This design comes from an exercise in tuning for a short achievable clock period and few clock cycles per item on the open sky130 flow, not from production work. Function was checked by simulation only, so behaviour that the tests miss may differ from the original. Power figures rest on the tool's default switching activity, not on a simulated workload.

==> flow/design.v <==
`timescale 1ns / 1ps
`default_nettype none
package led_fb_pkg;
  localparam int MATRICES_DEFAULT = 4;
  localparam int ROWS             = 8;
  localparam int SLOTS_DEFAULT    = 3;
  localparam logic [2:0] OP_SET_ROW     = 3'd0;
  localparam logic [2:0] OP_PIXEL_ON    = 3'd1;
  localparam logic [2:0] OP_PIXEL_OFF   = 3'd2;
  localparam logic [2:0] OP_BLINK_ROW   = 3'd3;
  localparam logic [2:0] OP_BLINK_PIXEL = 3'd4;
  localparam logic [2:0] OP_CLEAR       = 3'd5;
  localparam logic [2:0] OP_REFRESH     = 3'd6;
endpackage
`default_nettype wire
`timescale 1ns / 1ps
`default_nettype none
import led_fb_pkg::*;
module led_fb_datapath
#(
  parameter int BEATS = 2 * MATRICES_DEFAULT * ROWS
) (
  input  wire logic               clk,
  input  wire logic               load,
  input  wire logic [BEATS*8-1:0] picture,
  input  wire logic               shift,
  output logic [7:0]              head
);
  logic [7:0] data [BEATS];
  always_ff @(posedge clk) begin
    for (int j = 0; j < BEATS; j++) begin
      if (load) begin
        data[j] <= picture[j*8 +: 8];
      end else if (shift && (j < BEATS - 1)) begin
        data[j] <= data[(j < BEATS - 1) ? j + 1 : j];
      end
    end
  end
  assign head = data[0];
endmodule
`default_nettype wire
`timescale 1ns / 1ps
`default_nettype none
import led_fb_pkg::*;
module led_fb_ctrl
#(
  parameter int MATRICES = MATRICES_DEFAULT
) (
  input  wire logic                  accept,
  input  wire logic [2:0]            operation,
  input  wire logic [1:0]            matrix,
  input  wire logic [3:0]            row,
  input  wire logic [3:0]            column,
  input  wire logic [7:0]            pattern,
  output logic [MATRICES*ROWS-1:0]   row_we,
  output logic [MATRICES-1:0]        mat_clr,
  output logic                       refresh,
  output logic [7:0]                 keep_a,
  output logic [7:0]                 set_a,
  output logic [7:0]                 keep_b,
  output logic [7:0]                 set_b
);
  logic       matrix_ok;
  logic       row_ok;
  logic       col_ok;
  logic       upd;
  logic [7:0] mask;
  assign matrix_ok = ({3'b000, matrix} < 5'(MATRICES));
  assign row_ok    = (row >= 4'd1) && (row <= 4'(ROWS));
  assign col_ok    = (column >= 4'd1) && (column <= 4'(ROWS));
  assign mask      = 8'b1 << 3'(column - 4'd1);
  always_comb begin
    upd    = 1'b0;
    keep_a = 8'hFF;
    set_a  = 8'h00;
    keep_b = 8'hFF;
    set_b  = 8'h00;
    case (operation)
      OP_SET_ROW: begin
        upd = row_ok;
        keep_a = 8'h00; set_a = pattern;
        keep_b = 8'h00; set_b = pattern;
      end
      OP_PIXEL_ON: begin
        upd = row_ok && col_ok;
        set_a = mask;
        set_b = mask;
      end
      OP_PIXEL_OFF: begin
        upd = row_ok && col_ok;
        keep_a = ~mask;
        keep_b = ~mask;
      end
      OP_BLINK_ROW: begin
        upd = row_ok;
        keep_a = 8'h00; set_a = pattern;
        keep_b = 8'h00;
      end
      OP_BLINK_PIXEL: begin
        upd = row_ok && col_ok;
        set_a = mask;
        keep_b = ~mask;
      end
      default: upd = 1'b0;
    endcase
  end
  always_comb begin
    for (int m = 0; m < MATRICES; m++) begin
      for (int r = 0; r < ROWS; r++) begin
        row_we[m*ROWS + r] = accept && upd && matrix_ok &&
                             (matrix == 2'(m)) && (row == 4'(r + 1));
      end
      mat_clr[m] = accept && (operation == OP_CLEAR) && (matrix == 2'(m));
    end
  end
  assign refresh = accept && (operation == OP_REFRESH);
endmodule
`default_nettype wire
`timescale 1ns / 1ps
`default_nettype none
import led_fb_pkg::*;
module led_matrix_blink_framebuffer
#(
  parameter int MATRICES = MATRICES_DEFAULT
) (
  input  wire logic       clk,
  input  wire logic       rst,
  input  wire logic       in_valid,
  output logic            in_stall,
  input  wire logic [2:0] operation,
  input  wire logic [1:0] matrix,
  input  wire logic [3:0] row,
  input  wire logic [3:0] column,
  input  wire logic [7:0] pattern,
  output logic            out_valid,
  input  wire logic       out_stall,
  output logic [1:0]      matrix_select,
  output logic [3:0]      digit_address,
  output logic [7:0]      row_data,
  output logic            phase,
  output logic            last
);
  localparam int MAT_W = (MATRICES > 1) ? $clog2(MATRICES) : 1;
  localparam int NROW  = MATRICES * ROWS;
  localparam int BEATS = 2 * NROW;
  localparam int K     = SLOTS_DEFAULT;
  localparam int KW    = $clog2(K + 1);
  localparam int PW    = (K > 1) ? $clog2(K) : 1;
  localparam int BW    = 2 + 4 + 8 + 1 + 1;    
  logic                in_stall_q;
  logic                accept;
  logic [NROW-1:0]     d_we;
  logic [MATRICES-1:0] d_clr;
  logic                d_ref;
  logic [7:0]          d_keep_a, d_set_a, d_keep_b, d_set_b;
  assign in_stall = in_stall_q;
  assign accept   = in_valid && !in_stall_q && !rst;
  led_fb_ctrl #(
    .MATRICES (MATRICES)
  ) u_decode (
    .accept    (accept),
    .operation (operation),
    .matrix    (matrix),
    .row       (row),
    .column    (column),
    .pattern   (pattern),
    .row_we    (d_we),
    .mat_clr   (d_clr),
    .refresh   (d_ref),
    .keep_a    (d_keep_a),
    .set_a     (d_set_a),
    .keep_b    (d_keep_b),
    .set_b     (d_set_b)
  );
  logic [NROW-1:0]     we_q;
  logic [MATRICES-1:0] clr_q;
  logic                ref_q;
  logic                rst_q;
  logic [7:0]          keep_a_q, set_a_q, keep_b_q, set_b_q;
  always_ff @(posedge clk) begin
    we_q     <= d_we;
    clr_q    <= d_clr;
    ref_q    <= d_ref;
    rst_q    <= rst;
    keep_a_q <= d_keep_a;
    set_a_q  <= d_set_a;
    keep_b_q <= d_keep_b;
    set_b_q  <= d_set_b;
  end
  logic [7:0]         live_a [NROW];
  logic [7:0]         live_b [NROW];
  logic [BEATS*8-1:0] picture;
  always_ff @(posedge clk) begin
    for (int i = 0; i < NROW; i++) begin
      if (rst_q || clr_q[i / ROWS]) begin
        live_a[i] <= 8'h00;
        live_b[i] <= 8'h00;
      end else if (we_q[i]) begin
        live_a[i] <= (live_a[i] & keep_a_q) | set_a_q;
        live_b[i] <= (live_b[i] & keep_b_q) | set_b_q;
      end
    end
  end
  always_comb begin
    for (int i = 0; i < NROW; i++) begin
      picture[i*8 +: 8]          = live_a[i];
      picture[(NROW + i)*8 +: 8] = live_b[i];
    end
  end
  logic          snap;
  logic          pop;
  logic          rel;
  logic [KW-1:0] res_q;
  logic [KW-1:0] res_next;
  logic [KW-1:0] filled_q;
  logic [PW-1:0] wr_ptr;
  logic [PW-1:0] rd_ptr;
  logic [7:0]    heads [K];
  assign snap = ref_q && !rst;
  for (genvar s = 0; s < K; s++) begin : g_slot
    led_fb_datapath #(
      .BEATS (BEATS)
    ) u_slot (
      .clk     (clk),
      .load    (snap && (wr_ptr == PW'(s))),
      .picture (picture),
      .shift   (pop && (rd_ptr == PW'(s))),
      .head    (heads[s])
    );
  end
  assign res_next = res_q + KW'(d_ref) - KW'(rel);
  always_ff @(posedge clk) begin
    if (rst) begin
      res_q      <= '0;
      in_stall_q <= 1'b0;
      filled_q   <= '0;
      wr_ptr     <= '0;
      rd_ptr     <= '0;
    end else begin
      res_q      <= res_next;
      in_stall_q <= (res_next == KW'(K));
      filled_q   <= filled_q + KW'(snap) - KW'(rel);
      if (snap) begin
        wr_ptr <= (wr_ptr == PW'(K - 1)) ? '0 : wr_ptr + PW'(1);
      end
      if (rel) begin
        rd_ptr <= (rd_ptr == PW'(K - 1)) ? '0 : rd_ptr + PW'(1);
      end
    end
  end
  logic [2:0]       row_c;
  logic [MAT_W-1:0] mat_c;
  logic             ph_c;
  logic             cnt_last;
  logic             sv_q;
  logic [BW-1:0]    beat;
  logic [BW-1:0]    s_beat;
  logic [BW-1:0]    o_beat;
  logic             ov_q;
  logic             out_free;
  assign cnt_last = ph_c && (mat_c == MAT_W'(MATRICES - 1)) && (row_c == 3'(ROWS - 1));
  assign pop      = (filled_q != '0) && !sv_q;
  assign rel      = pop && cnt_last;
  assign beat     = {2'(mat_c), {1'b0, row_c} + 4'd1, heads[rd_ptr], ph_c, cnt_last};
  always_ff @(posedge clk) begin
    if (rst) begin
      row_c <= '0;
      mat_c <= '0;
      ph_c  <= 1'b0;
    end else if (pop) begin
      row_c <= row_c + 3'd1;
      if (row_c == 3'(ROWS - 1)) begin
        if (mat_c == MAT_W'(MATRICES - 1)) begin
          mat_c <= '0;
          ph_c  <= !ph_c;
        end else begin
          mat_c <= mat_c + MAT_W'(1);
        end
      end
    end
  end
  assign out_free = !ov_q || !out_stall;
  always_ff @(posedge clk) begin
    if (rst) begin
      ov_q <= 1'b0;
      sv_q <= 1'b0;
    end else if (out_free) begin
      ov_q <= sv_q || pop;
      sv_q <= 1'b0;
    end else if (pop) begin
      sv_q <= 1'b1;
    end
  end
  always_ff @(posedge clk) begin
    if (out_free) begin
      o_beat <= sv_q ? s_beat : beat;
    end
    if (!out_free && pop) begin
      s_beat <= beat;
    end
  end
  assign out_valid = ov_q;
  assign {matrix_select, digit_address, row_data, phase, last} = o_beat;
endmodule
`default_nettype wire
==> flow/run.sh <==
#!/bin/bash
# synth_recipe.tcl (not shown) runs the flow's synth.tcl, then flattens the netlist and writes it again
# the make line also repeats each setting of config.mk as NAME=value (left out here)
make -C /OpenROAD-flow-scripts/flow DESIGN_CONFIG=/design/flow/config.mk WORK_HOME=/design/flow/orfs CLKGATE_MAP_FILE= SYNTH_SCRIPT=/design/flow/synth_recipe.tcl finish
==> flow/config.mk <==
export PLATFORM = sky130hd
export DESIGN_NAME = led_matrix_blink_framebuffer
export DESIGN_NICKNAME = led_matrix_blink_framebuffer
export VERILOG_FILES = /design/flow/design.v
export SDC_FILE = /design/flow/constraint.sdc
export NUM_CORES = 4
export LEC_CHECK = 0
export ABC_CLOCK_PERIOD_IN_PS = 1500
export CAP_MARGIN = 20
export CORE_MARGIN = 2
export CORE_UTILIZATION = 40
export SETUP_SLACK_MARGIN = 3.0
export SLEW_MARGIN = 20
==> flow/constraint.sdc <==
create_clock -name core_clock -period 5.0 [get_ports {clk}]
set_input_delay 1.0000 -clock core_clock [delete_from_list [all_inputs] [get_ports {clk}]]
set_output_delay 1.0000 -clock core_clock [all_outputs]
set_load 0.01 [all_outputs]
==> results.toml, run 1 <==
[setup_path]
start_kind = "flop"
reg2reg_depth = 7
cpPeakStageDelay_ps = 370
worst_r2r_endpoint = "g_slot[2].u_slot.data[57][7]$_DFFE_PP_"
crit_family = "flip-flops"
critPathRequiredTime_ps = 4000
r2r_setup_slack_ps = 2890
r2r-start = "ref_q$_DFF_P_"
crit_fanout = 1
worstPathArrival_ps = 1360
worstSetupPathType = "reg -> out"
slowest_stage = "edfxtp_1"
path_cells = "buf_2"
path_buf_inv = 1
end_kind = "output port"

[die]
pin_count = 43
die_w_um = 471
core_area_sq_um = 217000
die_y_um = 471
initial_core_util = 0.402
rows = 171
dieArea_sq_um = 222000

[sta]
fin_skew_ps = 27.1
holdWs_ps = 490
tightest_slew_ps = 1180
max_freq_ghz = 0.424
hold_viol = 0
drv_slew = 0
relSlewSlack = 0.215
rsz0062_at_grt = "yes"
period_share = 0.471
finalCriticalPeriod_ps = 2360
setup_viol = 0

[synthesis]
synth_area_per_cell_sq_um = 14.6
synth_edf_count = 1568
ys_seq_elements = 2167
syn-cell-area_sq_um = 87300
synthCells = 5989
yosysWarnings = 9
yosysSeqAreaShare = 0.676
syn_nets = 6028
yosysUniqueCellTypes = 47
synth_flop_cell = "edfxtp_1"
async_reset_ff_frac = 0

[global_route]
grtUsageTotal = 0.220
overflow = 0
grt_max_degree = 77
first_global_vias = 52600
antenna_found_initial = 11
grt_pass1_wl_mm = 364

[route]
ant_nets = 0
drc_errors = 0
vias = 53500
wire_per_inst_um = 29.2
avgViaCountPerCell = 5.76
drt_iter0_drc = 6181
wl_mm = 272
dr.pass1.iters = 6

[clock_network]
cts_tree = "built"
hold_buffers = 0
clock_sinks = 2167
insertion_delay_ps = 840
cts.clk_slew.worst_paths_ps = 60
cts_htree_levels = 4
cts_made_buffers = 210
cts_buffer_depth = 3
cts-root-buf = "clkbuf_16"

[placement]
placed_area_sq_um = 91300
place_hpwl_mm = 135
io_buffers = 42
place.gp.congestion = 0.824

[flow_run]
cap_violations = 0

[worst_hold_path]
hold_path_class = "reg -> reg"
holdPathEnd = "row_c[1]$_SDFFE_PP0P_"
holdPathStages = 2
worstHoldStart = "row_c[1]$_SDFFE_PP0P_"

[layout]
synthToLayoutAreaGrowth_pct = 20.0
drive_gt1_frac = 0.361
fin_nets = 6295
final_core_util = 0.483
finalInstanceArea_sq_um = 105000

[power]
p_per_area_nw_per_um2 = 341
combinationalPowerShare = 0.023
p_leak_nw = 33.7
p_seq_frac = 0.537
clockPowerShare = 0.440
switching_power_w = 0.00762
power.internal_w = 0.0281
swShare = 0.213
vdd_drop_max_v = 0.000323

[outcome]
status = "complete, no violations"
-- area by class of cell --
class / count / area, sq um
tap: 2854 / 3570
inverter: 44 / 169
antenna: 2 / 5.00
sequential: 2167 / 59100
multi-input combinational: 3341 / 26900
timing repair buffer: 492 / 8320
fill: 18100 / 112000
clock buffer: 322 / 6080
clock inverter: 77 / 642
-- registers in the layout, summed over array words and instances, names as in the netlist, 2 cells and up --
register and count:
filled_q 2, mat_c 2, live_a 256, res_q 2, s_beat 16, we_q 32, clr_q 4, set_a_q 8
keep_b_q 8, wr_ptr 2, keep_a_q 8, row_c 3, live_b 256, rd_ptr 2, g_slot.u_slot.data 1536, set_b_q 8
o_beat 16
-- cell usage in the layout, fill, tap and decap left out, types with 8 or more instances in the layout --
cell             count
dfxtp_2             16
buf_12              49
nor2_1              37
buf_4              146
buf_6               44
clkinv_1            23
o21ai_0            537
or2_2               10
nor3_1              15
mux2i_1             11
a21oi_1            535
clkinv_2            30
nand2_1            538
mux2_2            1315
inv_1               41
clkinvlp_4           8
nor3b_1              8
buf_16             108
clkdlybuf4s50_1     17
dfxtp_1            580
buf_8               19
mux2_1              58
clkbuf_16          298
o22ai_1              8
ha_4                 8
mux2_4             154
buf_2               18
edfxtp_1          1568
clkbuf_1            78
clkbuf_8            28
a22oi_1              9
-- how the worst max path moves through the flow --
stage	startpoint	endpoint	slack, ps	cells after the start
after global routing	o_beat[9]$_DFFE_PP_	row_data[7]	2560	1
after global placement	rst	g_slot[1].u_slot.data[61][6]$_DFFE_PP_	1380	6
after floorplan	rst	g_slot[1].u_slot.data[0][0]$_DFFE_PP_	-480	6
final	o_beat[10]$_DFFE_PP_	digit_address[0]	2640	1
after detailed placement	rst	g_slot[1].u_slot.data[62][2]$_DFFE_PP_	1320	6
after CTS	o_beat[10]$_DFFE_PP_	digit_address[0]	2570	1
-- cell usage after synthesis, drive strengths merged, types with 4 or more instances --
library cell	instances	share of area
buf	177	0.013
ha	14	0.0020
nand3	6	0.00034
a22oi	9	0.00077
o21ai	537	0.031
edfxtp	1568	0.54
nand2	539	0.023
a221o	5	0.00057
mux2	1527	0.20
nor4	16	0.0011
a21oi	535	0.031
nand3b	6	0.00052
nor3b	12	0.0011
inv	44	0.0019
clkbuf	271	0.012
nor2	40	0.0017
mux2i	11	0.0013
nand2b	8	0.00066
or2	7	0.00050
xor2	4	0.00040
dfxtp	599	0.14
nor3	21	0.0013
o22ai	8	0.00057
-- routing by layer --
layer,up-vias,routed length [um],GRT usage
li1,22800,-,-
met1,27800,112000,0.296
met2,2397,133000,0.370
met3,435,19900,0.0328
met4,2,6720,0.0601
met5,-,13,0
-- metrics by stage --
stage | std cells | total power (W) | setup TNS (ps) | setup slack (ps)
3_5_place_dp | 8616 | 0.0203 | 0 | 1320
3_3_place_gp | 8616 | 0.0202 | 0 | 1380
4_1_cts | 9141 | 0.0358 | 0 | 2570
6_report | 9299 | 0.0357 | 0 | 2640
5_1_grt | 9298 | 0.0366 | 0 | 2560
2_1_floorplan | 5989 | 0.0199 | -701790 | -483
-- kinds of logic after synthesis --
kind of cell	Yosys count	synth area share
AOI/OAI and AO/OA	1102	0.0641
xor gates and xnor gates	7	0.000702
adders and majority gates	14	0.00201
buffers and inverters	492	0.0268
DFF	2167	0.676
muxes	1538	0.198
and+or+nand+nor	669	0.0317
-- power by group through the flow --
| stage | Sequential, W | Combinational, W | Clock, W |
|---|---|---|---|
| global route | 0.0192 | 0.000849 | 0.0165 |
| floorplan | 0.0195 | 0.000348 | 0 |
| global placement | 0.0196 | 0.000690 | 0 |
| finish | 0.0192 | 0.000837 | 0.0157 |
| CTS | 0.0192 | 0.000749 | 0.0159 |
| detailed placement | 0.0196 | 0.000694 | 0 |
-- what timing repair did --
action / CTS / global route
cloned: 57 / 110
endpoints found under the hold margin: 0 / 0
gates resized for setup: 244 / 301
endpoints found under the setup margin: 3232 / 2393
pin swaps: 13 / 13
buffers inserted: 69 / 46
Testbench counts, summed over its fixed seeds: cycles 8,399, items 2,560.
==> run 2: changes to the inputs <==
--- a/flow/design.v
+++ b/flow/design.v
@@ -4,5 +4,4 @@
   localparam int MATRICES_DEFAULT = 4;
   localparam int ROWS             = 8;
-  localparam int SLOTS_DEFAULT    = 3;
   localparam logic [2:0] OP_SET_ROW     = 3'd0;
   localparam logic [2:0] OP_PIXEL_ON    = 3'd1;
@@ -144,7 +143,4 @@
   localparam int NROW  = MATRICES * ROWS;
   localparam int BEATS = 2 * NROW;
-  localparam int K     = SLOTS_DEFAULT;
-  localparam int KW    = $clog2(K + 1);
-  localparam int PW    = (K > 1) ? $clog2(K) : 1;
   localparam int BW    = 2 + 4 + 8 + 1 + 1;    
   logic                in_stall_q;
@@ -173,19 +169,4 @@
     .set_b     (d_set_b)
   );
-  logic [NROW-1:0]     we_q;
-  logic [MATRICES-1:0] clr_q;
-  logic                ref_q;
-  logic                rst_q;
-  logic [7:0]          keep_a_q, set_a_q, keep_b_q, set_b_q;
-  always_ff @(posedge clk) begin
-    we_q     <= d_we;
-    clr_q    <= d_clr;
-    ref_q    <= d_ref;
-    rst_q    <= rst;
-    keep_a_q <= d_keep_a;
-    set_a_q  <= d_set_a;
-    keep_b_q <= d_keep_b;
-    set_b_q  <= d_set_b;
-  end
   logic [7:0]         live_a [NROW];
   logic [7:0]         live_b [NROW];
@@ -193,10 +174,10 @@
   always_ff @(posedge clk) begin
     for (int i = 0; i < NROW; i++) begin
-      if (rst_q || clr_q[i / ROWS]) begin
+      if (rst || d_clr[i / ROWS]) begin
         live_a[i] <= 8'h00;
         live_b[i] <= 8'h00;
-      end else if (we_q[i]) begin
-        live_a[i] <= (live_a[i] & keep_a_q) | set_a_q;
-        live_b[i] <= (live_b[i] & keep_b_q) | set_b_q;
+      end else if (d_we[i]) begin
+        live_a[i] <= (live_a[i] & d_keep_a) | d_set_a;
+        live_b[i] <= (live_b[i] & d_keep_b) | d_set_b;
       end
     end
@@ -208,43 +189,33 @@
     end
   end
-  logic          snap;
-  logic          pop;
-  logic          rel;
-  logic [KW-1:0] res_q;
-  logic [KW-1:0] res_next;
-  logic [KW-1:0] filled_q;
-  logic [PW-1:0] wr_ptr;
-  logic [PW-1:0] rd_ptr;
-  logic [7:0]    heads [K];
-  assign snap = ref_q && !rst;
-  for (genvar s = 0; s < K; s++) begin : g_slot
-    led_fb_datapath #(
-      .BEATS (BEATS)
-    ) u_slot (
-      .clk     (clk),
-      .load    (snap && (wr_ptr == PW'(s))),
-      .picture (picture),
-      .shift   (pop && (rd_ptr == PW'(s))),
-      .head    (heads[s])
-    );
-  end
-  assign res_next = res_q + KW'(d_ref) - KW'(rel);
+  logic       want;
+  logic       snap;
+  logic       pop;
+  logic       rel;
+  logic       busy_q;
+  logic       pend_q;
+  logic       busy_next;
+  logic [7:0] head;
+  assign want      = d_ref || pend_q;
+  assign snap      = want && (!busy_q || rel);
+  assign busy_next = (busy_q && !rel) || snap;
+  led_fb_datapath #(
+    .BEATS (BEATS)
+  ) u_slot (
+    .clk     (clk),
+    .load    (snap),
+    .picture (picture),
+    .shift   (pop),
+    .head    (head)
+  );
   always_ff @(posedge clk) begin
     if (rst) begin
-      res_q      <= '0;
+      busy_q     <= 1'b0;
+      pend_q     <= 1'b0;
       in_stall_q <= 1'b0;
-      filled_q   <= '0;
-      wr_ptr     <= '0;
-      rd_ptr     <= '0;
     end else begin
-      res_q      <= res_next;
-      in_stall_q <= (res_next == KW'(K));
-      filled_q   <= filled_q + KW'(snap) - KW'(rel);
-      if (snap) begin
-        wr_ptr <= (wr_ptr == PW'(K - 1)) ? '0 : wr_ptr + PW'(1);
-      end
-      if (rel) begin
-        rd_ptr <= (rd_ptr == PW'(K - 1)) ? '0 : rd_ptr + PW'(1);
-      end
+      busy_q     <= busy_next;
+      pend_q     <= want && !snap;
+      in_stall_q <= want && !snap;
     end
   end
@@ -253,4 +224,5 @@
   logic             ph_c;
   logic             cnt_last;
+  logic             pre_last;
   logic             sv_q;
   logic [BW-1:0]    beat;
@@ -259,15 +231,17 @@
   logic             ov_q;
   logic             out_free;
-  assign cnt_last = ph_c && (mat_c == MAT_W'(MATRICES - 1)) && (row_c == 3'(ROWS - 1));
-  assign pop      = (filled_q != '0) && !sv_q;
+  assign pre_last = ph_c && (mat_c == MAT_W'(MATRICES - 1)) && (row_c == 3'(ROWS - 2));
+  assign pop      = busy_q && !sv_q;
   assign rel      = pop && cnt_last;
-  assign beat     = {2'(mat_c), {1'b0, row_c} + 4'd1, heads[rd_ptr], ph_c, cnt_last};
+  assign beat     = {2'(mat_c), {1'b0, row_c} + 4'd1, head, ph_c, cnt_last};
   always_ff @(posedge clk) begin
     if (rst) begin
-      row_c <= '0;
-      mat_c <= '0;
-      ph_c  <= 1'b0;
+      row_c    <= '0;
+      mat_c    <= '0;
+      ph_c     <= 1'b0;
+      cnt_last <= 1'b0;
     end else if (pop) begin
-      row_c <= row_c + 3'd1;
+      cnt_last <= pre_last;
+      row_c    <= row_c + 3'd1;
       if (row_c == 3'(ROWS - 1)) begin
         if (mat_c == MAT_W'(MATRICES - 1)) begin
--- a/flow/config.mk
+++ b/flow/config.mk
@@ -9,5 +9,8 @@
 export CAP_MARGIN = 20
 export CORE_MARGIN = 2
-export CORE_UTILIZATION = 40
+export CORE_UTILIZATION = 75
+export CTS_CLUSTER_DIAMETER = 60
+export CTS_CLUSTER_SIZE = 20
+export PLACE_DENSITY = 0.8
 export SETUP_SLACK_MARGIN = 3.0
 export SLEW_MARGIN = 20
==> results.toml, run 2 <==
[synthesis]
synth_area_leaders = "edfxtp_1 (37%), dfxtp_1 (24%), mux2_2 (13%)"
synth.most_common_cell = "edfxtp_1"
syn-cell-area_sq_um = 43800
synth_edf_count = 544
yosysTopAreaCellShare = 0.373
yosysTopAreaCell = "edfxtp_1"
yosysSeqAreaShare = 0.613
synth_area_per_cell_sq_um = 12.5
yosysWarnings = 6
synth_flop_cell = "edfxtp_1"
syn_nets = 3543
ys_seq_elements = 1067
yosysUniqueCellTypes = 69
synthCells = 3512
synth_common_cells = "edfxtp_1 (544), dfxtp_1 (523), mux2_2 (520), o21ai_0 (274), nand2_1 (253)"
async_reset_ff_frac = 0

[placement]
dp_cells = 4086
io_buffers = 42
place_hpwl_mm = 69.4
place.gp.congestion = 0.881

[clock_network]
cts_made_buffers = 61
hold_buffers = 0
ctsResizeCount = 1423
cts_buffer_depth = 3
cts_htree_levels = 2
cts_setup_buffers = 258
cts-root-buf = "clkbuf_16"
clock_sinks = 1067

[outcome]
tool.error = "[ERROR DPL-0038] Utilization greater than 100%, impossible to legalize"
lastStage = "clock tree synthesis (4_1_cts)"
status = "stopped before the end"

[die]
die_w_um = 246
pin_count = 43
die_y_um = 246
rows = 88
initial_core_util = 0.758
run 2: cell count changes after synthesis, moves of 192 or more:
cell and change:
a21oi_1 -328, edfxtp_1 -1024, mux2_2 -948, nand2_1 -286, o21ai_0 -263, o31ai_1 +192
run 2: power groups by stage:
| stage | registers (W) | clock network (W) | logic [W] |
|---|---|---|---|
| floorplan | 0.00953 | 0 | 0.000548 |
| global placement | 0.00949 | 0 | 0.000793 |
| detailed placement | 0.00950 | 0 | 0.000811 |
run 2: how the worst max path moves through the flow:
stage            startpoint                     endpoint  slack [ps]  cells past startpoint
3_3_place_gp      column[1]   live_b[19][3]$_SDFFE_PP0P_         570                      6
2_1_floorplan  operation[0]  u_slot.data[0][0]$_DFFE_PP_       -6180                      3
3_5_place_dp      column[0]   live_a[21][0]$_SDFFE_PP0P_         710                      8
run 2: through the flow:
stage | worst slack, ps | utilization | area [sq um] | TNS [ps] | hold slack, ps
after global placement | 573 | 0.782 | 45100 | 0 | 409
after detailed placement | 705 | 0.782 | 45100 | 0 | 425
after floorplan | -6180 | - | 44200 | -3116450 | 402
run 2: cell families after synthesis:
group | Yosys count | share of synthesized area
mux | 521 | 0.134
buf+inv | 371 | 0.0366
compound gates | 1079 | 0.160
simple gates | 465 | 0.0547
flops | 1067 | 0.613
fa+ha+maj | 6 | 0.00172
xor+xnor | 3 | 0.000601
Testbench counts of run 2, summed over its fixed seeds: cycles 8,468, items 2,560.
==> run 3: changes to the inputs <==
--- a/flow/config.mk
+++ b/flow/config.mk
@@ -9,8 +9,7 @@
 export CAP_MARGIN = 20
 export CORE_MARGIN = 2
-export CORE_UTILIZATION = 75
+export CORE_UTILIZATION = 60
 export CTS_CLUSTER_DIAMETER = 60
 export CTS_CLUSTER_SIZE = 20
-export PLACE_DENSITY = 0.8
 export SETUP_SLACK_MARGIN = 3.0
 export SLEW_MARGIN = 20
==> results.toml, run 3 <==
[synthesis]
yosysTopAreaCellShare = 0.373
muxShareOfSynthArea = 0.134
ys_seq_elements = 1067
synth_top_family_by_area = "compound AO/OA/AOI/OAI gates"
async_reset_ff_frac = 0
synth.most_common_cell = "edfxtp_1"
synthCells = 3512
synth_area_per_cell_sq_um = 12.5
yosysSeqAreaShare = 0.613
synth_xor_xnor_area_share = 0.000600
synth_flop_cell = "edfxtp_1"
syn_nets = 3543
yosysTopAreaCell = "edfxtp_1"
synth_fa_ha_area_frac = 0.00172
syn-cell-area_sq_um = 43800
yosys.area_share.simple = 0.0547
yosysWarnings = 6
synth-compound-area-share = 0.160
synth_common_cells = "edfxtp_1 (544), dfxtp_1 (523), mux2_2 (520), o21ai_0 (274), nand2_1 (253)"
yosysUniqueCellTypes = 69
synth_area_leaders = "edfxtp_1 (37%), dfxtp_1 (24%), mux2_2 (13%)"
synth_edf_count = 544

[outcome]
tool.error = "[ERROR GRT-0232] Routing congestion too high. Check the congestion heatmap in the GUI."
lastStage = "global routing (5_1_grt)"
status = "stopped before the end"

[die]
initial_core_util = 0.603
die_y_um = 274
die_w_um = 274
pin_count = 43
rows = 99

[clock_network]
clock_sinks = 1067
cts_buffer_depth = 3
cts_made_buffers = 69
cts-root-buf = "clkbuf_16"
cts_htree_levels = 3
hold_buffers = 0

[placement]
io_buffers = 42
place_hpwl_mm = 72.1
place.gp.congestion = 0.865
dp_cells = 4294

[sta]
worst-ep-kind = "register input"
grt-worst-endpoint = "u_slot.data[41][6]$_DFFE_PP_/D"

[global_route]
grt_max_degree = 57
grtUsageTotal = 0.925
overflow = 2132
==> run 3: cell counts after synthesis <==
No cell type changed its count.
==> run 3: repair_timing <==
action                                   CTS
resized for setup                       1609
cloned                                   211
endpoints found under the setup margin  1563
pin swaps                                223
setup buffers                            335
==> run 3: how the worst max path moves through the flow <==
stage	to	slack, ps	depth (start not counted)
2_1_floorplan	u_slot.data[0][0]$_DFFE_PP_	-6180	3
3_3_place_gp	live_b[2][3]$_SDFFE_PP0P_	930	7
3_5_place_dp	live_b[2][3]$_SDFFE_PP0P_	810	7
4_1_cts	u_slot.data[41][6]$_DFFE_PP_	2410	12
==> run 3: kinds of logic after synthesis <==
group | Yosys count
buffers and inverters | 371
DFF | 1067
adders and majority gates | 6
AOI/OAI and AO/OA | 1079
muxes | 521
xor gates and xnor gates | 3
and+or+nand+nor | 465
==> run 3: through the flow <==
stage               worst slack, ps  total power, W  instance area, sq um   TNS, ps
floorplan                     -6180          0.0101                 44200  -3116450
global placement                928          0.0103                 45500         0
detailed placement              808          0.0103                 45500         0
CTS                            2410          0.0172                 62500         0
==> run 3: power groups by stage <==
| stage | Clock [W] | Sequential [W] | Combinational (W) |
|---|---|---|---|
| 2_1_floorplan | 0 | 0.00953 | 0.000548 |
| 3_3_place_gp | 0 | 0.00949 | 0.000831 |
| 3_5_place_dp | 0 | 0.00950 | 0.000846 |
| 4_1_cts | 0.00604 | 0.00929 | 0.00190 |
==> run 3: metal layers <==
metal / track usage / GRT overflow
met5: 0.535 / 14
met2: 1.06 / 1298
met4: 0.990 / 715
met1: 0.891 / 45
met3: 0.810 / 60
==> run 4: changes to the inputs <==
--- a/flow/config.mk
+++ b/flow/config.mk
@@ -9,7 +9,8 @@
 export CAP_MARGIN = 20
 export CORE_MARGIN = 2
-export CORE_UTILIZATION = 60
+export CORE_UTILIZATION = 68
 export CTS_CLUSTER_DIAMETER = 60
 export CTS_CLUSTER_SIZE = 20
-export SETUP_SLACK_MARGIN = 3.0
+export PLACE_DENSITY = 0.75
+export SETUP_SLACK_MARGIN = 2.9
 export SLEW_MARGIN = 20
==> results.toml, run 4 <==
[clock_network]
cts-root-buf = "clkbuf_16"
hold_buffers = 0
cts_htree_levels = 3
clock_sinks = 1067
cts_buffer_depth = 3
cts_made_buffers = 66

[synthesis]
synthCells = 3512
synth-compound-area-share = 0.160
synth_edf_count = 544
synth_area_leaders = "edfxtp_1 (37%), dfxtp_1 (24%), mux2_2 (13%)"
yosysTopAreaCellShare = 0.373
synth_flop_cell = "edfxtp_1"
synth_fa_ha_area_frac = 0.00172
muxShareOfSynthArea = 0.134
ys_seq_elements = 1067
synth_xor_xnor_area_share = 0.000600
synth_common_cells = "edfxtp_1 (544), dfxtp_1 (523), mux2_2 (520), o21ai_0 (274), nand2_1 (253)"
yosysWarnings = 6
yosysUniqueCellTypes = 69
syn_nets = 3543
synth.most_common_cell = "edfxtp_1"
syn-cell-area_sq_um = 43800
yosysTopAreaCell = "edfxtp_1"
synth_area_per_cell_sq_um = 12.5
synth_top_family_by_area = "compound AO/OA/AOI/OAI gates"
yosysSeqAreaShare = 0.613
async_reset_ff_frac = 0
yosys.area_share.simple = 0.0547

[die]
die_w_um = 258
die_y_um = 258
rows = 92
initial_core_util = 0.691
pin_count = 43

[outcome]
lastStage = "global routing (5_1_grt)"
tool.error = "[ERROR DPL-0038] Utilization greater than 100%, impossible to legalize"
status = "stopped before the end"

[placement]
io_buffers = 42
place_hpwl_mm = 71.2
placed_area_sq_um = 45400
place.gp.congestion = 0.893

[global_route]
grt_max_degree = 49
## run 4: kinds of logic after synthesis
family | count (synthesis)
buf+inv | 371
flops | 1067
fa+ha+maj | 6
compound gates | 1079
simple gates | 465
mux | 521
xor+xnor | 3
## run 4: metrics by stage
stage | utilization | setup WS [ps] | TNS (ps) | std cells
2_1_floorplan | - | -6180 | -3116450 | 3512
3_3_place_gp | 0.717 | 925 | 0 | 4180
3_5_place_dp | 0.717 | 743 | 0 | 4180
4_1_cts | 0.930 | 2510 | 0 | 4748
## run 4: worst min-delay path by stage
stage / from / to / slack (ps) / cells after the start
CTS: live_b[31][1]$_SDFFE_PP0P_ / u_slot.data[63][1]$_DFFE_PP_ / 440 / 0
floorplan: live_b[31][7]$_SDFFE_PP0P_ / u_slot.data[63][7]$_DFFE_PP_ / 400 / 0
detailed placement: live_b[31][4]$_SDFFE_PP0P_ / u_slot.data[63][4]$_DFFE_PP_ / 420 / 0
global placement: live_b[31][7]$_SDFFE_PP0P_ / u_slot.data[63][7]$_DFFE_PP_ / 410 / 0
## run 4: timing repair
action | 4_1_cts
endpoints found under the setup margin | 1562
pin swaps | 107
resized for setup | 1215
cloned | 161
buffers inserted | 289
## run 4: power groups by stage
stage | logic, W | registers, W | clock network (W)
detailed placement | 0.000830 | 0.00950 | 0
global placement | 0.000809 | 0.00950 | 0
CTS | 0.00166 | 0.00930 | 0.00571
floorplan | 0.000548 | 0.00953 | 0
==> run 5: changes to the inputs <==
--- a/flow/design.v
+++ b/flow/design.v
@@ -169,4 +169,19 @@
     .set_b     (d_set_b)
   );
+  logic [NROW-1:0]     we_q;
+  logic [MATRICES-1:0] clr_q;
+  logic                ref_q;
+  logic                rst_q;
+  logic [7:0]          keep_a_q, set_a_q, keep_b_q, set_b_q;
+  always_ff @(posedge clk) begin
+    we_q     <= d_we;
+    clr_q    <= d_clr;
+    ref_q    <= !rst && ref_next;
+    rst_q    <= rst;
+    keep_a_q <= d_keep_a;
+    set_a_q  <= d_set_a;
+    keep_b_q <= d_keep_b;
+    set_b_q  <= d_set_b;
+  end
   logic [7:0]         live_a [NROW];
   logic [7:0]         live_b [NROW];
@@ -174,10 +189,10 @@
   always_ff @(posedge clk) begin
     for (int i = 0; i < NROW; i++) begin
-      if (rst || d_clr[i / ROWS]) begin
+      if (rst_q || clr_q[i / ROWS]) begin
         live_a[i] <= 8'h00;
         live_b[i] <= 8'h00;
-      end else if (d_we[i]) begin
-        live_a[i] <= (live_a[i] & d_keep_a) | d_set_a;
-        live_b[i] <= (live_b[i] & d_keep_b) | d_set_b;
+      end else if (we_q[i]) begin
+        live_a[i] <= (live_a[i] & keep_a_q) | set_a_q;
+        live_b[i] <= (live_b[i] & keep_b_q) | set_b_q;
       end
     end
@@ -189,14 +204,13 @@
     end
   end
-  logic       want;
-  logic       snap;
-  logic       pop;
-  logic       rel;
-  logic       busy_q;
-  logic       pend_q;
-  logic       busy_next;
+  logic snap;
+  logic pop;
+  logic rel;
+  logic busy_q;
+  logic ref_next;
+  logic busy_next;
   logic [7:0] head;
-  assign want      = d_ref || pend_q;
-  assign snap      = want && (!busy_q || rel);
+  assign snap      = ref_q && (!busy_q || rel);
+  assign ref_next  = d_ref || (ref_q && !snap);
   assign busy_next = (busy_q && !rel) || snap;
   led_fb_datapath #(
@@ -212,10 +226,8 @@
     if (rst) begin
       busy_q     <= 1'b0;
-      pend_q     <= 1'b0;
       in_stall_q <= 1'b0;
     end else begin
       busy_q     <= busy_next;
-      pend_q     <= want && !snap;
-      in_stall_q <= want && !snap;
+      in_stall_q <= ref_next && busy_next;
     end
   end
--- a/flow/config.mk
+++ b/flow/config.mk
@@ -9,8 +9,7 @@
 export CAP_MARGIN = 20
 export CORE_MARGIN = 2
-export CORE_UTILIZATION = 68
+export CORE_UTILIZATION = 60
 export CTS_CLUSTER_DIAMETER = 60
 export CTS_CLUSTER_SIZE = 20
-export PLACE_DENSITY = 0.75
-export SETUP_SLACK_MARGIN = 2.9
+export SETUP_SLACK_MARGIN = 3.0
 export SLEW_MARGIN = 20
==> results.toml, run 5 <==
[sta]
setup_viol = 0
tightest_slew_ps = 1100
hold_viol = 0
drv_slew = 0
period_share = 0.429
max_freq_ghz = 0.466
finalCriticalPeriod_ps = 2150
fin_skew_ps = 22.0
relSlewSlack = 0.264
rsz0062_at_grt = "yes"

[layout]
reg_top3 = "u_slot.data (512), live_a (256), live_b (256)"
multi_input_area_sq_um = 14600
drive_gt1_frac = 0.222
final_common_cell = "dfxtp_1"
synthToLayoutAreaGrowth_pct = 9.57
fin_nets = 3722
largest_reg_flops = 512
n_antenna_cell = 0
layout_common_cells = "dfxtp_1 (584), nand2_1 (545), edfxtp_1 (544), a21oi_1 (528), o21ai_0 (523)"
fin_cells = 4709
finalInstanceArea_sq_um = 48200
seq_area_sq_um = 28200
fillers = 5329
regMostFlops = "u_slot.data"

[setup_path]
start_kind = "flop"
slowest_stage = "edfxtp_1"
r2r_setup_slack_ps = 3020
critPathRequiredTime_ps = 4000
r2r-start = "sv_q$_SDFFE_PP0P_"
crit_family = "flip-flops"
timing.critical_path.from = "o_beat[0]$_DFFE_PP_"
reg2reg_depth = 6
worstSetupPathType = "reg -> out"
crit_fanout = 1
path_buf_inv = 1
worstPathArrival_ps = 1150
worst_r2r_endpoint = "u_slot.data[55][4]$_DFFE_PP_"
path_cells = "buf_2"
cpPeakStageDelay_ps = 370
end_kind = "output port"

[synthesis]
synth.most_common_cell = "dfxtp_1"
syn_nets = 3817
synth_edf_count = 544
ys_seq_elements = 1137
async_reset_ff_frac = 0
yosysUniqueCellTypes = 42
synth_flop_cell = "dfxtp_1"
synthCells = 3786
synth_area_leaders = "edfxtp_1 (37%), dfxtp_1 (27%), mux2_2 (13%)"
yosysTopAreaCell = "edfxtp_1"
yosysTopAreaCellShare = 0.372
yosysWarnings = 6
yosysSeqAreaShare = 0.642
syn-cell-area_sq_um = 43900
synth_common_cells = "dfxtp_1 (593), nand2_1 (550), edfxtp_1 (544), o21ai_0 (540), a21oi_1 (528)"
synth_area_per_cell_sq_um = 11.6

[route]
wire_per_inst_um = 24.2
avgViaCountPerCell = 6.23
dr.pass1.iters = 6
vias = 29300
wl_mm = 114
ant_nets = 0
drt_iter0_drc = 2967
drc_errors = 0

[clock_network]
hold_buffers = 0
cts_buffer_depth = 3
cts-root-buf = "clkbuf_16"
cts_htree_levels = 3
insertion_delay_ps = 640
clock_sinks = 1137
cts_made_buffers = 77
cts_tree = "built"
cts.clk_slew.worst_paths_ps = 80

[power]
p_per_area_nw_per_um2 = 352
p_leak_nw = 15.6
vdd_drop_max_v = 0.000407

[die]
initial_core_util = 0.604
pin_count = 43
core_area_sq_um = 72700
rows = 99
die_w_um = 275
die_y_um = 275
dieArea_sq_um = 75400

[placement]
place.gp.congestion = 0.808
placed_area_sq_um = 45000
dp_cells = 4533
place_hpwl_mm = 60.9
io_buffers = 42

[worst_hold_path]
holdPathStages = 0
holdPathEnd = "u_slot.data[63][3]$_DFFE_PP_"
worstHoldStart = "live_b[31][3]$_SDFFE_PP0P_"
hold_path_class = "reg -> reg"

[global_route]
first_global_vias = 29400
overflow = 0
grt_pass1_wl_mm = 171
grtUsageTotal = 0.295
antenna_found_initial = 7
grt_max_degree = 93

[flow_run]
cap_violations = 0

[outcome]
status = "complete, no violations"
run 5: cell count changes after synthesis, sizes merged, moves of 69 or more:
cell / change
a21oi: +321
nand2: +298
o21ai: +252
o31ai: -192
o22ai: -137
o311ai: -135
dfxtp: +70
buf: -69
run 5: kinds of logic (layout without fill, tap and decap cells):
group / count (synthesis) / count (layout) / share of synthesized area
flops: 1137 / 1137 / 0.642
buf+inv: 367 / 322 / 0.0357
xor+xnor: 3 / 3 / 0.000598
mux: 525 / 525 / 0.134
simple gates: 661 / 669 / 0.0608
fa+ha+maj: 7 / 7 / 0.00194
compound gates: 1086 / 1087 / 0.125
run 5: how the worst max path moves through the flow:
stage,end,depth (start not counted),slack [ps]
floorplan,u_slot.data[0][0]$_DFFE_PP_,2,-3980
finish,last,1,2850
CTS,row_data[7],1,2810
global placement,in_stall_q$_SDFF_PP0_,5,1500
detailed placement,keep_a_q[3]$_DFF_P_,4,1470
global route,digit_address[1],1,2800
run 5: cell type report:
| type | count | share of cell area |
|---|---|---|
| Sequential cell | 1137 | 0.586 |
| Multi-Input combinational cell | 2291 | 0.302 |
| Clock buffer | 104 | 0.0425 |
| Timing Repair Buffer | 144 | 0.0326 |
| Tap cell | 959 | 0.0249 |
| Clock inverter | 34 | 0.00816 |
| Inverter | 40 | 0.00312 |
run 5: through the flow:
step	setup WS, ps	setup TNS, ps	total power (W)	util	hold WS, ps
4_1_cts	2810	0	0.0170	0.661	430
6_report	2850	0	0.0170	0.662	423
5_1_grt	2800	0	0.0174	0.662	441
3_5_place_dp	1470	0	0.0106	0.619	411
2_1_floorplan	-3980	-2006360	0.0104	-	402
3_3_place_gp	1500	0	0.0106	0.619	405
run 5: repair_timing:
| action | 4_1_cts | 5_1_grt |
|---|---|---|
| endpoints found under the hold margin | 0 | 0 |
| pin swaps | 8 | 5 |
| gates resized for setup | 163 | 15 |
| gates cloned | 12 | 7 |
| buffers inserted | 19 | 0 |
| endpoints found under the setup margin | 1318 | 278 |
run 5: routing by layer:
layer  vias to the layer above  GRT usage  wire (um)
met5                         -          0          9
met4                         2     0.0997       3580
met3                       226     0.0333       7380
met2                      1160      0.489      55000
met1                     14700      0.406      48100
li1                      13300          -          -
run 5: where the power goes:
| group | total [W] | switching (W) | internal [W] |
|---|---|---|---|
| Sequential | 0.00981 | 0.0000380 | 0.00977 |
| Clock | 0.00647 | 0.00329 | 0.00318 |
| Combinational | 0.000693 | 0.000511 | 0.000182 |
Testbench counts of run 5, summed over its fixed seeds: cycles 8,480, items 2,560.
==> run 6: changes to the inputs <==
--- a/flow/design.v
+++ b/flow/design.v
@@ -241,4 +241,5 @@
   logic [BW-1:0]    s_beat;
   logic [BW-1:0]    o_beat;
+  logic [BW-1:0]    h_beat;
   logic             ov_q;
   logic             out_free;
@@ -279,7 +280,6 @@
   end
   always_ff @(posedge clk) begin
-    if (out_free) begin
-      o_beat <= sv_q ? s_beat : beat;
-    end
+    o_beat <= out_free ? (sv_q ? s_beat : beat) : h_beat;
+    h_beat <= out_free ? (sv_q ? s_beat : beat) : o_beat;
     if (!out_free && pop) begin
       s_beat <= beat;
==> results.toml, run 6 <==
[outcome]
status = "complete, no violations"

[route]
avgViaCountPerCell = 6.24
ant_nets = 0
met1_length_mm = 49.4
met3_length_mm = 8.43
drc_errors = 0
wire_per_inst_um = 24.4
highest_layer = "met5"
dr_wl_met2_mm = 55.7
drt_iter0_drc = 3237
vias = 29900
dr.pass1.iters = 5
wl_mm = 117

[layout]
synthToLayoutAreaGrowth_pct = 10.9
layout_common_cells = "dfxtp_1 (599), nand2_1 (557), a21oi_1 (529), edfxtp_1 (528), o21ai_0 (521)"
finalInstanceArea_sq_um = 49300
fillers = 5430
largest_reg_flops = 512
final_common_cell = "dfxtp_1"
regMostFlops = "u_slot.data"
fin_nets = 3806
drive_gt1_frac = 0.223
final_core_util = 0.674
reg_top3 = "u_slot.data (512), live_a (256), live_b (256)"

[die]
dieArea_sq_um = 76300
pin_count = 43
rows = 99
initial_core_util = 0.607
die_y_um = 276
core_area_sq_um = 73200
die_w_um = 276

[sta]
setup_viol = 0
hold_viol = 0
fin_ws_ps = 2890
relSlewSlack = 0.271
tightest_slew_ps = 1090
max_freq_ghz = 0.474
fin_skew_ps = 21.0
finalCriticalPeriod_ps = 2110
period_share = 0.422
drv_slew = 0
rsz0062_at_grt = "yes"

[worst_hold_path]
holdPathEnd = "u_slot.data[63][3]$_DFFE_PP_"
holdPathStages = 0
hold_path_class = "reg -> reg"
worstHoldStart = "live_b[31][3]$_SDFFE_PP0P_"

[global_route]
overflow = 0
grt_max_degree = 99
antenna_found_initial = 9
grtUsageTotal = 0.298
first_global_vias = 29600
grt_pass1_wl_mm = 177

[setup_path]
slowest_stage = "dfxtp_2"
critPathRequiredTime_ps = 4000
r2r-start = "sv_q$_SDFFE_PP0P_"
crit_family = "flip-flops"
worst_r2r_endpoint = "u_slot.data[10][6]$_DFFE_PP_"
path_buf_inv = 1
worstSetupPathType = "reg -> out"
path_cells = "buf_6"
reg2reg_depth = 7
end_kind = "output port"
worstPathArrival_ps = 1110
start_kind = "flop"
cpPeakStageDelay_ps = 360
r2r_setup_slack_ps = 3010
crit_fanout = 2

[power]
vdd_drop_max_v = 0.000306
p_per_area_nw_per_um2 = 346
p_leak_nw = 15.6

[synthesis]
synth.most_common_cell = "dfxtp_1"
syn_nets = 3884
async_reset_ff_frac = 0
synth_common_cells = "dfxtp_1 (625), nand2_1 (562), o21ai_0 (537), a21oi_1 (530), edfxtp_1 (528)"
synth_flop_cell = "dfxtp_1"
yosysSeqAreaShare = 0.638
yosysTopAreaCellShare = 0.357
synth_area_leaders = "edfxtp_1 (36%), dfxtp_1 (28%), mux2_2 (13%)"
ys_seq_elements = 1153
yosysWarnings = 6
syn-cell-area_sq_um = 44400
yosysTopAreaCell = "edfxtp_1"
synth_area_per_cell_sq_um = 11.5
synth_edf_count = 528
synthCells = 3853
yosysUniqueCellTypes = 43

[clock_network]
hold_buffers = 0
cts_buffer_depth = 3
cts-root-buf = "clkbuf_16"
clock_sinks = 1153
cts_made_buffers = 76
insertion_delay_ps = 640
cts_htree_levels = 3
cts_tree = "built"
cts.clk_slew.worst_paths_ps = 80

[placement]
placed_area_sq_um = 45500
preCtsSetupSlack_ps = 1470
place.gp.congestion = 0.806
place_hpwl_mm = 63.5
io_buffers = 42

[flow_run]
cap_violations = 0
==> run 6: cell types whose count changed after synthesis, moves of 13 or more <==
cell	delta
buf_2	-14
buf_4	+20
dfxtp_1	+32
edfxtp_1	-16
mux2_2	-13
o21a_1	+33
==> run 6: area by class of cell <==
class,instances,area (sq um),area share
Clock inverter,27,292,0.00591
Clock buffer,112,2150,0.0436
Multi-Input combinational cell,2331,14800,0.300
Timing Repair Buffer,173,2320,0.0470
Antenna cell,2,5.00,0.000101
Tap cell,959,1200,0.0243
Inverter,40,154,0.00312
Sequential cell,1153,28400,0.576
==> run 6: through the flow <==
stage,cells,hold WS [ps],total power (W),setup TNS [ps]
after global routing,4795,440,0.0176,0
after floorplan,3853,402,0.0105,-1996650
after CTS,4783,429,0.0172,0
final,4797,436,0.0171,0
after global placement,4600,407,0.0108,0
after detailed placement,4600,413,0.0108,0
==> run 6: what timing repair did <==
item | 4_1_cts | 5_1_grt
endpoints found under the hold margin | 0 | 0
cloned | 18 | 7
setup buffers | 26 | 3
gates resized for setup | 193 | 33
pin swaps | 8 | 8
endpoints found under the setup margin | 1325 | 670
==> run 6: worst max path at each step <==
stage / from / endpoint / slack, ps / cells after the start
after floorplan: ref_q$_DFF_P_ / u_slot.data[0][0]$_DFFE_PP_ / -3960 / 2
after global placement: operation[0] / keep_a_q[1]$_DFF_P_ / 1540 / 4
after detailed placement: column[1] / we_q[28]$_DFF_P_ / 1470 / 5
after CTS: o_beat[10]$_DFF_P_ / digit_address[0] / 2860 / 1
after global routing: o_beat[11]$_DFF_P_ / digit_address[1] / 2840 / 1
final: o_beat[11]$_DFF_P_ / digit_address[1] / 2890 / 1
==> run 6: kinds of logic after synthesis <==
| family | synth area share |
|---|---|
| flip-flops | 0.638 |
| AO/OA/AOI/OAI | 0.130 |
| XOR/XNOR | 0.000394 |
| buffers and inverters | 0.0360 |
| AND/OR/NAND/NOR | 0.0613 |
| multiplexers | 0.132 |
| adder cells (fa/ha/maj) | 0.00169 |
==> run 6: power breakdown <==
group | internal [W] | switching (W)
combinational | 0.000197 | 0.000483
clock | 0.00314 | 0.00332
sequential | 0.00988 | 0.0000658
total | 0.0132 | 0.00387
==> run 6: per-layer routing <==
metal	vias up	global-route usage
li1	13500	-
met4	2	0.0808
met5	-	0
met3	191	0.0370
met1	15100	0.423
met2	1169	0.489
Testbench counts of run 6, summed over its fixed seeds: cycles 8,480, items 2,560.
==> run 7: changes to the inputs <==
--- a/flow/design.v
+++ b/flow/design.v
@@ -145,4 +145,6 @@
   localparam int BW    = 2 + 4 + 8 + 1 + 1;    
   logic                in_stall_q;
+  logic                ref_q;
+  logic                busy_q;
   logic                accept;
   logic [NROW-1:0]     d_we;
@@ -151,5 +153,5 @@
   logic [7:0]          d_keep_a, d_set_a, d_keep_b, d_set_b;
   assign in_stall = in_stall_q;
-  assign accept   = in_valid && !in_stall_q && !rst;
+  assign accept   = in_valid && !(ref_q && busy_q) && !rst;
   led_fb_ctrl #(
     .MATRICES (MATRICES)
@@ -171,12 +173,9 @@
   logic [NROW-1:0]     we_q;
   logic [MATRICES-1:0] clr_q;
-  logic                ref_q;
-  logic                rst_q;
   logic [7:0]          keep_a_q, set_a_q, keep_b_q, set_b_q;
   always_ff @(posedge clk) begin
     we_q     <= d_we;
-    clr_q    <= d_clr;
+    clr_q    <= d_clr | {MATRICES{rst}};
     ref_q    <= !rst && ref_next;
-    rst_q    <= rst;
     keep_a_q <= d_keep_a;
     set_a_q  <= d_set_a;
@@ -189,5 +188,5 @@
   always_ff @(posedge clk) begin
     for (int i = 0; i < NROW; i++) begin
-      if (rst_q || clr_q[i / ROWS]) begin
+      if (clr_q[i / ROWS]) begin
         live_a[i] <= 8'h00;
         live_b[i] <= 8'h00;
@@ -207,5 +206,4 @@
   logic pop;
   logic rel;
-  logic busy_q;
   logic ref_next;
   logic busy_next;
==> results.toml, run 7 <==
[route]
vias = 30000
drt_iter0_drc = 3222
avgViaCountPerCell = 6.29
dr.pass1.iters = 8
wl_mm = 122
drc_errors = 0
ant_nets = 0
wire_per_inst_um = 25.5

[clock_network]
cts_htree_levels = 3
cts.clk_slew.worst_paths_ps = 80
insertion_delay_ps = 640
cts_tree = "built"
cts_made_buffers = 75
clock_sinks = 1152
cts-root-buf = "clkbuf_16"
cts_buffer_depth = 3

[synthesis]
syn_nets = 3860
synthCells = 3829
yosysTopAreaCellShare = 0.358
synth_area_per_cell_sq_um = 11.6
async_reset_ff_frac = 0
synth.most_common_cell = "dfxtp_1"
synth_area_leaders = "edfxtp_1 (36%), dfxtp_1 (28%), mux2_2 (13%)"
yosysSeqAreaShare = 0.641
synth_edf_count = 528
ys_seq_elements = 1152
syn-cell-area_sq_um = 44300
yosysTopAreaCell = "edfxtp_1"
synth_common_cells = "dfxtp_1 (624), nand2_1 (554), o21ai_0 (535), a21oi_1 (528), edfxtp_1 (528)"
yosysWarnings = 6
synth_flop_cell = "dfxtp_1"
yosysUniqueCellTypes = 43

[layout]
finalInstanceArea_sq_um = 49200
final_common_cell = "dfxtp_1"
drive_gt1_frac = 0.220
layout_common_cells = "dfxtp_1 (585), nand2_1 (553), o21ai_0 (529), edfxtp_1 (528), a21oi_1 (527)"
multi_input_area_sq_um = 14700
reg_top3 = "u_slot.data (512), live_a (256), live_b (256)"
fillers = 5331
synthToLayoutAreaGrowth_pct = 11.1
regMostFlops = "u_slot.data"
largest_reg_flops = 512
final_core_util = 0.674
fin_nets = 3785
seq_area_sq_um = 28400

[global_route]
grt_pass1_wl_mm = 180
grt_max_degree = 87
grtUsageTotal = 0.315
first_global_vias = 29300
overflow = 0
antenna_found_initial = 10

[sta]
rsz0062_at_grt = "yes"
setup_tns_ps = 0
max_freq_ghz = 0.475
tightest_slew_ps = 1100
drv_slew = 0
period_share = 0.421
fin_ws_ps = 2900
fin_skew_ps = 26.2
relSlewSlack = 0.269
setup_viol = 0
finalCriticalPeriod_ps = 2100
hold_viol = 0

[setup_path]
cpPeakStageDelay_ps = 350
path_cells = "buf_6"
crit_fanout = 2
worstSetupPathType = "reg -> out"
end_kind = "output port"
path_buf_inv = 1
critPathRequiredTime_ps = 4000
crit_family = "flip-flops"
worstPathArrival_ps = 1100
start_kind = "flop"
slowest_stage = "dfxtp_2"

[outcome]
status = "complete, no violations"

[die]
initial_core_util = 0.607
core_area_sq_um = 73000
die_y_um = 276
dieArea_sq_um = 75900
die_w_um = 276
pin_count = 43
rows = 99

[power]
p_leak_nw = 15.7
p_per_area_nw_per_um2 = 346
vdd_drop_max_v = 0.000293
finalPower_w = 0.0170

[flow_run]
cap_violations = 0

[worst_hold_path]
hold_path_class = "reg -> reg"

[placement]
preCtsSetupSlack_ps = 1690
io_buffers = 42
place.gp.congestion = 0.839
placed_area_sq_um = 45200
place_hpwl_mm = 66.7
run 7: cell types whose count changed in the layout (fill, tap and decap cells not counted), moves of 8 or more:
cell | previous run | this run
buf_16 | 26 | 18
dfxtp_1 | 599 | 585
o21ai_1 | 15 | 5
nor2_1 | 29 | 48
inv_1 | 38 | 46
mux2_4 | 0 | 43
o21ai_0 | 521 | 529
mux2_2 | 504 | 456
nor3_2 | 21 | 0
nor2_2 | 3 | 11
dfxtp_2 | 24 | 33
run 7: worst paths after layout:
kind / slack [ps] / endpoint / cells past startpoint / startpoint
min: 430 / u_slot.data[63][7]$_DFFE_PP_ / 0 / live_b[31][7]$_SDFFE_PP0P_
max: 2900 / digit_address[1] / 1 / o_beat[11]$_DFF_P_
max reg2reg: 2970 / u_slot.data[0][3]$_DFFE_PP_ / 7 / sv_q$_SDFFE_PP0P_
min reg2reg: 430 / u_slot.data[63][7]$_DFFE_PP_ / 0 / live_b[31][7]$_SDFFE_PP0P_
run 7: stage by stage:
step | std cells | hold WS, ps
CTS | 4752 | 431
finish | 4772 | 434
global route | 4770 | 441
detailed placement | 4575 | 410
floorplan | 3829 | 402
global placement | 4575 | 405
run 7: cell type report:
cell class / count / area share
inverters: 47 / 0.00364
repair buffers: 173 / 0.0458
well taps: 959 / 0.0244
clock inverters: 24 / 0.00486
clock buffers: 110 / 0.0434
diodes: 2 / 0.000102
multi-input cells: 2305 / 0.300
flip-flops and latches: 1152 / 0.578
run 7: where the power goes:
group | total [W] | switching [W] | internal, W
clock | 0.00640 | 0.00330 | 0.00310
combinational | 0.000593 | 0.000417 | 0.000176
sequential | 0.0100 | 0.000139 | 0.00987
total | 0.0170 | 0.00385 | 0.0131
run 7: logic make-up after synthesis:
| logic type | count (synthesis) | share of synthesized area |
|---|---|---|
| xor gates and xnor gates | 2 | 0.000396 |
| AOI/OAI and AO/OA | 1116 | 0.130 |
| adders and majority gates | 6 | 0.00170 |
| DFF | 1152 | 0.641 |
| buffers and inverters | 373 | 0.0361 |
| muxes | 524 | 0.133 |
| and+or+nand+nor | 656 | 0.0584 |
run 7: what timing repair did:
item | 4_1_cts | 5_1_grt
hold buffers | 0 | 0
cloned | 18 | 10
setup endpoints to repair | 1193 | 390
buffers inserted | 25 | 8
hold endpoints to repair | 0 | 0
gates resized for setup | 179 | 86
pin swaps | 6 | 10
run 7: routing by layer:
| metal | wire length (um) | vias up | GRT usage |
|---|---|---|---|
| met2 | 56500 | 1277 | 0.504 |
| met3 | 9300 | 239 | 0.0465 |
| met5 | 95 | - | 0 |
| li1 | - | 13400 | - |
| met4 | 3430 | 14 | 0.0910 |
| met1 | 52500 | 15100 | 0.448 |
Testbench counts of run 7, summed over its fixed seeds: cycles 8,480, items 2,560.
==> run 8: changes to the inputs <==
--- a/flow/design.v
+++ b/flow/design.v
@@ -24,5 +24,6 @@
   input  wire logic [BEATS*8-1:0] picture,
   input  wire logic               shift,
-  output logic [7:0]              head
+  output logic [7:0]              head,
+  output logic [7:0]              head1
 );
   logic [7:0] data [BEATS];
@@ -36,5 +37,6 @@
     end
   end
-  assign head = data[0];
+  assign head  = data[0];
+  assign head1 = data[1];
 endmodule
 `default_nettype wire
@@ -208,8 +210,14 @@
   logic ref_next;
   logic busy_next;
+  logic [7:0] head0;
+  logic [7:0] head1;
   logic [7:0] head;
+  logic       direct;
+  logic       offset_q;
   assign snap      = ref_q && (!busy_q || rel);
   assign ref_next  = d_ref || (ref_q && !snap);
   assign busy_next = (busy_q && !rel) || snap;
+  assign direct    = ref_q && !busy_q && !ov_q;
+  assign head      = offset_q ? head1 : head0;
   led_fb_datapath #(
     .BEATS (BEATS)
@@ -219,5 +227,6 @@
     .picture (picture),
     .shift   (pop),
-    .head    (head)
+    .head    (head0),
+    .head1   (head1)
   );
   always_ff @(posedge clk) begin
@@ -225,5 +234,9 @@
       busy_q     <= 1'b0;
       in_stall_q <= 1'b0;
+      offset_q   <= 1'b0;
     end else begin
+      if (snap) begin
+        offset_q <= direct;
+      end
       busy_q     <= busy_next;
       in_stall_q <= ref_next && busy_next;
@@ -242,8 +255,12 @@
   logic             ov_q;
   logic             out_free;
+  logic             step;
+  logic [BW-1:0]    beat0;
   assign pre_last = ph_c && (mat_c == MAT_W'(MATRICES - 1)) && (row_c == 3'(ROWS - 2));
   assign pop      = busy_q && !sv_q;
   assign rel      = pop && cnt_last;
   assign beat     = {2'(mat_c), {1'b0, row_c} + 4'd1, head, ph_c, cnt_last};
+  assign beat0    = {2'd0, 4'd1, picture[7:0], 1'b0, 1'b0};
+  assign step     = pop || direct;
   always_ff @(posedge clk) begin
     if (rst) begin
@@ -252,5 +269,5 @@
       ph_c     <= 1'b0;
       cnt_last <= 1'b0;
-    end else if (pop) begin
+    end else if (step) begin
       cnt_last <= pre_last;
       row_c    <= row_c + 3'd1;
@@ -271,5 +288,5 @@
       sv_q <= 1'b0;
     end else if (out_free) begin
-      ov_q <= sv_q || pop;
+      ov_q <= sv_q || pop || direct;
       sv_q <= 1'b0;
     end else if (pop) begin
@@ -278,6 +295,6 @@
   end
   always_ff @(posedge clk) begin
-    o_beat <= out_free ? (sv_q ? s_beat : beat) : h_beat;
-    h_beat <= out_free ? (sv_q ? s_beat : beat) : o_beat;
+    o_beat <= out_free ? (direct ? beat0 : sv_q ? s_beat : beat) : h_beat;
+    h_beat <= out_free ? (direct ? beat0 : sv_q ? s_beat : beat) : o_beat;
     if (!out_free && pop) begin
       s_beat <= beat;
==> results.toml, run 8 <==
[power]
p_per_area_nw_per_um2 = 353
clockPowerShare = 0.386
combinationalPowerShare = 0.037
power.internal_w = 0.0133
vdd_drop_max_v = 0.000268
swShare = 0.232
p_leak_nw = 18.0
p_seq_frac = 0.577
switching_power_w = 0.00401

[global_route]
grtUsageMet2 = 0.509
first_global_vias = 32400
antenna_found_initial = 5
grtUsageTotal = 0.319
use_met3 = 0.0491
grt_pass1_wl_mm = 191
global_route.usage.met1 = 0.461
grt_max_degree = 95
top_usage_layer = "met2"
overflow = 0

[sta]
fin_skew_ps = 27.7
drv_slew = 0
max_freq_ghz = 0.475
tightest_slew_ps = 1030
finalCriticalPeriod_ps = 2100
holdWs_ps = 429
setup_tns_ps = 0
rsz0062_at_grt = "yes"
hold_viol = 0
relSlewSlack = 0.310
period_share = 0.421
setup_viol = 0

[placement]
dp_cells = 5619
place_hpwl_mm = 64.0
io_buffers = 42
placed_area_sq_um = 45500
place.gp.congestion = 0.820

[setup_path]
path_buf_inv = 1
reg2reg_depth = 4
critPathRequiredTime_ps = 4000
worst_r2r_endpoint = "u_slot.data[2][0]$_DFFE_PP_"
end_kind = "output port"
worstPathArrival_ps = 1100
start_kind = "flop"
slowest_stage = "dfxtp_4"
crit_family = "flip-flops"
cp.depth = 1
r2r-start = "busy_q$_SDFF_PP0_"
cpPeakStageDelay_ps = 350
worstSetupPathType = "reg -> out"
path_cells = "buf_6"
r2r_setup_slack_ps = 3050
crit_fanout = 2

[route]
drt_iter0_drc = 3614
vias = 34100
drc_errors = 0
wl_mm = 125
dr.pass1.iters = 5
avgViaCountPerCell = 5.88
ant_nets = 0
wire_per_inst_um = 21.6

[synthesis]
yosysWarnings = 6
async_reset_ff_frac = 0
ys_seq_elements = 1153
syn-cell-area_sq_um = 44700
synthCells = 4915
synth_edf_count = 528
yosysSeqAreaShare = 0.634
synth_common_cells = "nand2_1 (2048), dfxtp_1 (625), o21ai_0 (545), a21oi_1 (536), edfxtp_1 (528)"
yosysUniqueCellTypes = 51
yosysTopAreaCellShare = 0.355
synth.most_common_cell = "nand2_1"
synth_area_leaders = "edfxtp_1 (35%), dfxtp_1 (28%), nand2_1 (17%)"
syn_nets = 4946
synth_flop_cell = "dfxtp_1"
yosysTopAreaCell = "edfxtp_1"
synth_area_per_cell_sq_um = 9.10

[layout]
fin_nets = 4802
largest_reg_flops = 512
synthToLayoutAreaGrowth_pct = 9.46
reg_top3 = "u_slot.data (512), live_a (256), live_b (256)"
final_common_cell = "nand2_1"
regMostFlops = "u_slot.data"
layout_common_cells = "nand2_1 (2046), dfxtp_1 (593), o21ai_0 (538), a21oi_1 (536), edfxtp_1 (528)"
fin_cells = 5806
final_core_util = 0.661
drive_gt1_frac = 0.0680
finalInstanceArea_sq_um = 48900

[clock_network]
insertion_delay_ps = 660
cts.clk_slew.worst_paths_ps = 90
cts_buffer_depth = 3
cts-root-buf = "clkbuf_16"
cts_tree = "built"
cts_made_buffers = 77
cts_htree_levels = 3
clock_sinks = 1153

[outcome]
status = "complete, no violations"

[die]
pin_count = 43
rows = 100
die_w_um = 277
dieArea_sq_um = 76700
die_y_um = 277
core_area_sq_um = 74100
initial_core_util = 0.604

[worst_hold_path]
worstHoldStart = "live_b[31][4]$_SDFFE_PP0P_"
holdPathStages = 0
hold_path_class = "reg -> reg"
holdPathEnd = "u_slot.data[63][4]$_DFFE_PP_"

[flow_run]
cap_violations = 0
==> run 8: what timing repair did <==
item                                    in CTS  in global routing
hold endpoints to repair                     0                  0
resized for setup                          153                 29
endpoints found under the setup margin    1127                270
setup buffers                               20                  7
gates cloned                                11                  4
hold buffers                                 0                  0
pin swaps                                    5                  1
==> run 8: layout make-up <==
type,instances,area [sq um]
multi-input combinational,3335,14700
tap,969,1210
fill,6032,25100
inverter,46,193
clock inverter,33,370
timing repair inverter,2,20.0
sequential,1153,28400
timing repair buffer,156,1830
antenna,2,5.00
clock buffer,110,2140
==> run 8: stage by stage <==
step | setup slack (ps) | power (W)
after floorplan | -3990 | 0.0105
after global placement | 1840 | 0.0108
after detailed placement | 1770 | 0.0108
after CTS | 2760 | 0.0173
after global routing | 2860 | 0.0177
final | 2900 | 0.0173
==> run 8: power by group through the flow <==
stage | combinational (W) | clock [W] | sequential (W)
6_report | 0.000635 | 0.00667 | 0.00998
5_1_grt | 0.000662 | 0.00708 | 0.00999
4_1_cts | 0.000591 | 0.00675 | 0.00998
3_5_place_dp | 0.000562 | 0 | 0.0102
3_3_place_gp | 0.000561 | 0 | 0.0102
2_1_floorplan | 0.000341 | 0 | 0.0102
==> run 8: how the worst max path moves through the flow <==
stage | endpoint | from
after global placement | u_slot.data[42][4]$_DFFE_PP_ | sv_q$_SDFFE_PP0P_
after detailed placement | u_slot.data[9][1]$_DFFE_PP_ | sv_q$_SDFFE_PP0P_
final | out_valid | ov_q$_SDFFE_PP0N_
after global routing | out_valid | ov_q$_SDFFE_PP0N_
after floorplan | u_slot.data[0][0]$_DFFE_PP_ | busy_q$_SDFF_PP0_
after CTS | last | o_beat[0]$_DFF_P_
==> run 8: cell families after synthesis <==
logic type,share of synthesized area
DFF,0.634
AOI/OAI and AO/OA,0.131
xor gates and xnor gates,0.000756
and+or+nand+nor,0.186
buffers and inverters,0.0395
adders and majority gates,0.00168
muxes,0.00716
==> run 8: metal layers <==
metal / part of all wire / up-vias
li1: - / 16000
met5: 0 / -
met3: 0.093 / 166
met4: 0.020 / 0
met2: 0.46 / 1485
met1: 0.43 / 16500
Testbench counts of run 8, summed over its fixed seeds: cycles 8,468, items 2,560.

==> what the ideal ports hide <==
How much do the figures lean on ideal ports? The routed layouts below were timed once more, with nothing changed but the port constraints. Step 1 assumes that a clkbuf_16 drives the clock port and a buf_2 every other input. Step 2 times the ports against the registers' clock, not the clock port: input delays grow and output delays shrink by t, the midpoint of the rising clock arrivals with the driver on. Three values: no drivers, after step 1, after step 2; two values: the first two.
run | shift t [ns] | setup slack, ns | hold WS [ns] | slew at the worst register clock pin (ns) | worst slew at a driven data input, ns
run 1 | 0.918 | 2.644 / 2.554 / 2.007 | 0.490 / 0.490 / 0.490 | 0.07 / 0.07 | 0.05
run 5 | 0.692 | 2.854 / 2.787 / 2.352 | 0.423 / 0.423 / 0.423 | 0.09 / 0.09 | 0.14
run 6 | 0.704 | 2.890 / 2.820 / 2.338 | 0.436 / 0.436 / 0.436 | 0.09 / 0.09 | 0.14
run 7 | 0.700 | 2.896 / 2.826 / 2.301 | 0.434 / 0.434 / 0.434 | 0.09 / 0.09 | 0.13
run 8 | 0.710 | 2.896 / 2.828 / 2.379 | 0.429 / 0.429 / 0.429 | 0.09 / 0.09 | 0.12
After both steps setup and hold are still met in every run listed. The setup slack of run 1, which loses most, moves by -0.090 ns with the drivers and by -0.637 ns with both steps.
